This design comes from an exercise in tuning for small area on the open sky130 flow, not from production work.
The RTL was checked by simulation tests, not by an equivalence proof against the original design.
The flow treats the clock pin as an ideal source, which a real chip does not have.
Power and IR drop assume default switching activity.

== tundra ==
## top_level
module top_level
#(
  parameter int unsigned DATA_ADDRS   = 2,
  parameter int unsigned WORD_BYTES   = 128,
  parameter int unsigned CLKS_PER_BIT = comms_pkg::CLKS_PER_BIT_DEFAULT
) (
  input  logic clk_100mhz,
  input  logic sys_rst,
  input  logic uart_rxd,
  output logic uart_txd
);
For scale: about 2100 flip-flops, about 4 I/O pins, about 45000 um^2 of cells after synthesis.
Settings: LEC_CHECK=0, CAP_MARGIN=20, CORE_MARGIN=2, CORE_UTILIZATION=70, PLACE_DENSITY=0.8, SLEW_MARGIN=20; clock period 10.0 ns.
standard.sh (not shown) runs the stock make flow with config.mk's settings and CLKGATE_MAP_FILE= SYNTH_SCRIPT=/design/flow/synth_recipe.tcl, a recipe that flattens the netlist after the stock synthesis.
==> flow/flow/run.sh <==
#!/bin/bash
# Standard layout, with clock tree synthesis options of our own.
export CTS_ARGS="-sink_clustering_enable -repair_clock_nets -sink_clustering_size 26 -sink_clustering_max_diameter 80 -dont_use_dummy_load"
bash standard.sh > flow_standard.log 2>&1
What lagoon does differently from tundra at the input level:
Settings: CORE_UTILIZATION changed from 70 to 80; PLACE_DENSITY changed from 0.8 to 0.9; ABC_AREA newly set to 1.
==> flow/flow/run.sh <==
#!/bin/bash
# Standard layout, with clock tree synthesis options of our own.
export CTS_ARGS="-sink_clustering_enable -repair_clock_nets -sink_clustering_size 34 -sink_clustering_max_diameter 50 -dont_use_dummy_load"
bash standard.sh > flow_standard.log 2>&1
### Flow results
For lagoon, the flow was terminated by a tool error in clock tree synthesis and produced no final design. Area share of and/or/nand/nor cells after synthesis ends up lower on tundra. Delta (lagoon minus tundra): number of synthesized flops with an enable pin shows no meaningful change; synthesized net count shows an increase of 202.
Edits applied to the flow inputs when going from lagoon to juniper:
Settings: CORE_UTILIZATION changed from 80 to 70; ABC_AREA removed (was 1); PLACE_DENSITY changed from 0.9 to 0.8.
==> flow/flow/run.sh <==
#!/bin/bash
# Standard layout, with clock tree synthesis options of our own.
export CTS_ARGS="-sink_clustering_enable -repair_clock_nets -sink_clustering_size 30 -sink_clustering_max_diameter 100 -dont_use_dummy_load"
bash standard.sh > flow_standard.log 2>&1
Findings:
juniper: full flow OK, the timing, design-rule and antenna checks passed. Going from lagoon to juniper, instance count of the mapped netlist shrank by a little under 10%. Re number of top-level pins: no difference whatsoever between juniper and lagoon. Between lagoon and juniper, area after synthesis decreased.
Inputs modified between juniper and xenon:
==> flow/flow/run.sh <==
#!/bin/bash
# Standard layout, with clock tree synthesis options of our own.
export CTS_ARGS="-sink_clustering_enable -repair_clock_nets -sink_clustering_size 30 -sink_clustering_max_diameter 60 -dont_use_dummy_load"
bash standard.sh > flow_standard.log 2>&1
--- outcome ---
- Between juniper and xenon, the flow reports via count increasing slightly.
- On insertion delay to the later sink of the worst-skew pair, xenon tracks juniper almost exactly.
- The post-route standard cell area excluding fillers was comparable across juniper and xenon.

Another version of the RTL of top_level (not shown whole).
Size: ~2400 cells after synthesis, roughly 2100 flip-flops, about 4 I/O pins, roughly 44000 sq um of cells after synthesis.
Design top_level, start of the top module:
module top_level
#(
  parameter int unsigned DATA_ADDRS   = 2,
  parameter int unsigned WORD_BYTES   = 128,
  parameter int unsigned CLKS_PER_BIT = comms_pkg::CLKS_PER_BIT_DEFAULT
) (
  input  logic clk_100mhz,
  input  logic sys_rst,
  input  logic uart_rxd,
  output logic uart_txd
);
Settings: LEC_CHECK=0, CAP_MARGIN=20, CORE_MARGIN=2, CORE_UTILIZATION=70, PLACE_DENSITY=0.85, SLEW_MARGIN=20; clock period 10.0 ns.
==> flow/flow/run.sh <==
#!/bin/bash
# Standard layout, with clock tree synthesis options of our own.
export CTS_ARGS="-sink_clustering_enable -repair_clock_nets -buf_list sky130_fd_sc_hd__clkbuf_8 -root_buf sky130_fd_sc_hd__clkbuf_16 -sink_clustering_size 18 -sink_clustering_max_diameter 45 -dont_use_dummy_load"
bash standard.sh > flow_standard.log 2>&1
Then changed:
==> flow/flow/run.sh (replaced) <==
#!/bin/bash
# Standard layout, with clock tree synthesis options of our own and a post-CTS step that
# upsizes the clock buffers whose flip-flop pins would see too slow a clock edge.
export CTS_ARGS="-sink_clustering_enable -repair_clock_nets -buf_list sky130_fd_sc_hd__clkbuf_8 -root_buf sky130_fd_sc_hd__clkbuf_16 -sink_clustering_size 24 -sink_clustering_max_diameter 55 -dont_use_dummy_load"
export POST_CTS_TCL="$PWD/flow/fix_clk.tcl"
export FIX_CLK_SLEW=0.112
bash standard.sh > flow_standard.log 2>&1
==> flow/flow/fix_clk.tcl (new file) <==
# After clock tree synthesis: upsize each clock buffer whose flip-flop clock pins would see a
# slew above FIX_CLK_SLEW (ns, placement-estimated parasitics) to the strongest clock buffer,
# then legalize the placement again.
set fix_limit $::env(FIX_CLK_SLEW)
set fix_big sky130_fd_sc_hd__clkbuf_16
for {set pass 0} {$pass < 2} {incr pass} {
  estimate_parasitics -placement
  set fix_n 0
  foreach b [get_cells -filter "ref_name =~ sky130_fd_sc_hd__clkbuf_*"] {
    if {[get_property $b ref_name] == $fix_big} { continue }
    set y [get_pins -of_objects $b -filter "direction == output"]
    set mx 0
    foreach p [get_pins -of_objects [get_nets -of_objects $y] -filter "direction == input"] {
      if {![string match */CLK [get_full_name $p]]} { continue }
      set s [get_property $p slew_max]
      if {$s > $mx} { set mx $s }
    }
    if {$mx > $fix_limit} {
      puts "fix_clk: [get_full_name $b] slew $mx -> $fix_big"
      replace_cell $b $fix_big
      incr fix_n
    }
  }
  puts "fix_clk: pass $pass upsized $fix_n"
  if {$fix_n == 0} { break }
  detailed_placement
}
check_placement -verbose
estimate_parasitics -placement
--- a/flow/config.mk
+++ b/flow/config.mk
@@ -10,3 +10,3 @@
 export CORE_UTILIZATION = 70
-export PLACE_DENSITY = 0.85
+export PLACE_DENSITY = 0.8
 export SLEW_MARGIN = 20
After rerunning: Clock power went up by about 20%. Sequential share of layout area goes down by 0.88 points. Wire length climbs by about 27%. Worst hold slack gains 8.1 ps. Worst setup slack gets worse by 92 ps. Critical path depth is unchanged. Utilization grows by 0.75 points.
Then changed:
==> flow/flow/run.sh (replaced) <==
#!/bin/bash
# Standard layout, with clock tree synthesis options of our own.
export CTS_ARGS="-sink_clustering_enable -repair_clock_nets -buf_list sky130_fd_sc_hd__clkbuf_8 -root_buf sky130_fd_sc_hd__clkbuf_16 -sink_clustering_size 18 -sink_clustering_max_diameter 45 -dont_use_dummy_load"
bash standard.sh > flow_standard.log 2>&1
--- a/flow/config.mk
+++ b/flow/config.mk
@@ -7,2 +7,3 @@
 export LEC_CHECK = 0
+export ABC_CLOCK_PERIOD_IN_PS = 100000
 export CAP_MARGIN = 20
removed: flow/flow/fix_clk.tcl
Critical path depth does not change.
Design area went down by 0.93%.
Wire length went down by about 27%.
Then changed:
==> flow/flow/run.sh (replaced) <==
#!/bin/bash
# Standard layout, with clock tree synthesis options of our own.
export CTS_ARGS="-sink_clustering_enable -repair_clock_nets -buf_list sky130_fd_sc_hd__clkbuf_8 -root_buf sky130_fd_sc_hd__clkbuf_16 -dont_use_dummy_load"
bash standard.sh > flow_standard.log 2>&1
--- a/flow/config.mk
+++ b/flow/config.mk
@@ -7,3 +7,2 @@
 export LEC_CHECK = 0
-export ABC_CLOCK_PERIOD_IN_PS = 100000
 export CAP_MARGIN = 20
- cell count rose by about 4.6%
- design area rose by 5.2%
- power is higher by about 18%
- die area stays the same
- clock skew shrinks by 13 ps
- critical path depth stays the same
- routed wire length climbs by about 23%
- clock power is higher by about 60%
- worst setup slack is worse by 94 ps

-- re-timing with driven ports --
No port has a modelled driver above. Below, the same layouts with a new extraction and two added sets of constraints.
Step 1 sets driving cells, clkbuf_16 on the clock port and buf_2 on the other inputs (assumed; they add their load-dependent delay and slew).
Step 2, shift: input delay + t, output delay - t, t = (earliest + latest rising clock arrival at the registers) / 2. This alone moves slack from input paths to output paths.
a / b / c = ideal ports / drivers / drivers and shift; a / b = the first two.
run | shift t [ns] | setup WS [ns] | worst data-port slew with drivers (ns)
tundra | 0.708 | 6.272 / 6.203 / 6.911 | 0.05
juniper | 0.702 | 6.283 / 6.216 / 6.918 | 0.03
xenon | 0.690 | 6.322 / 6.254 / 6.943 | 0.03
the first run of note 2 | 0.695 | 6.374 / 6.311 / 6.812 | 0.03
the second run of note 2 | 0.712 | 6.282 / 6.215 / 6.926 | 0.04
the third run of note 2 | 0.694 | 6.303 / 6.241 / 6.935 | 0.03
the fourth run of note 2 | 0.783 | 6.210 / 6.146 / 6.929 | 0.03
After both steps every run listed still meets setup and hold. Setup slack includes reset recovery checks.
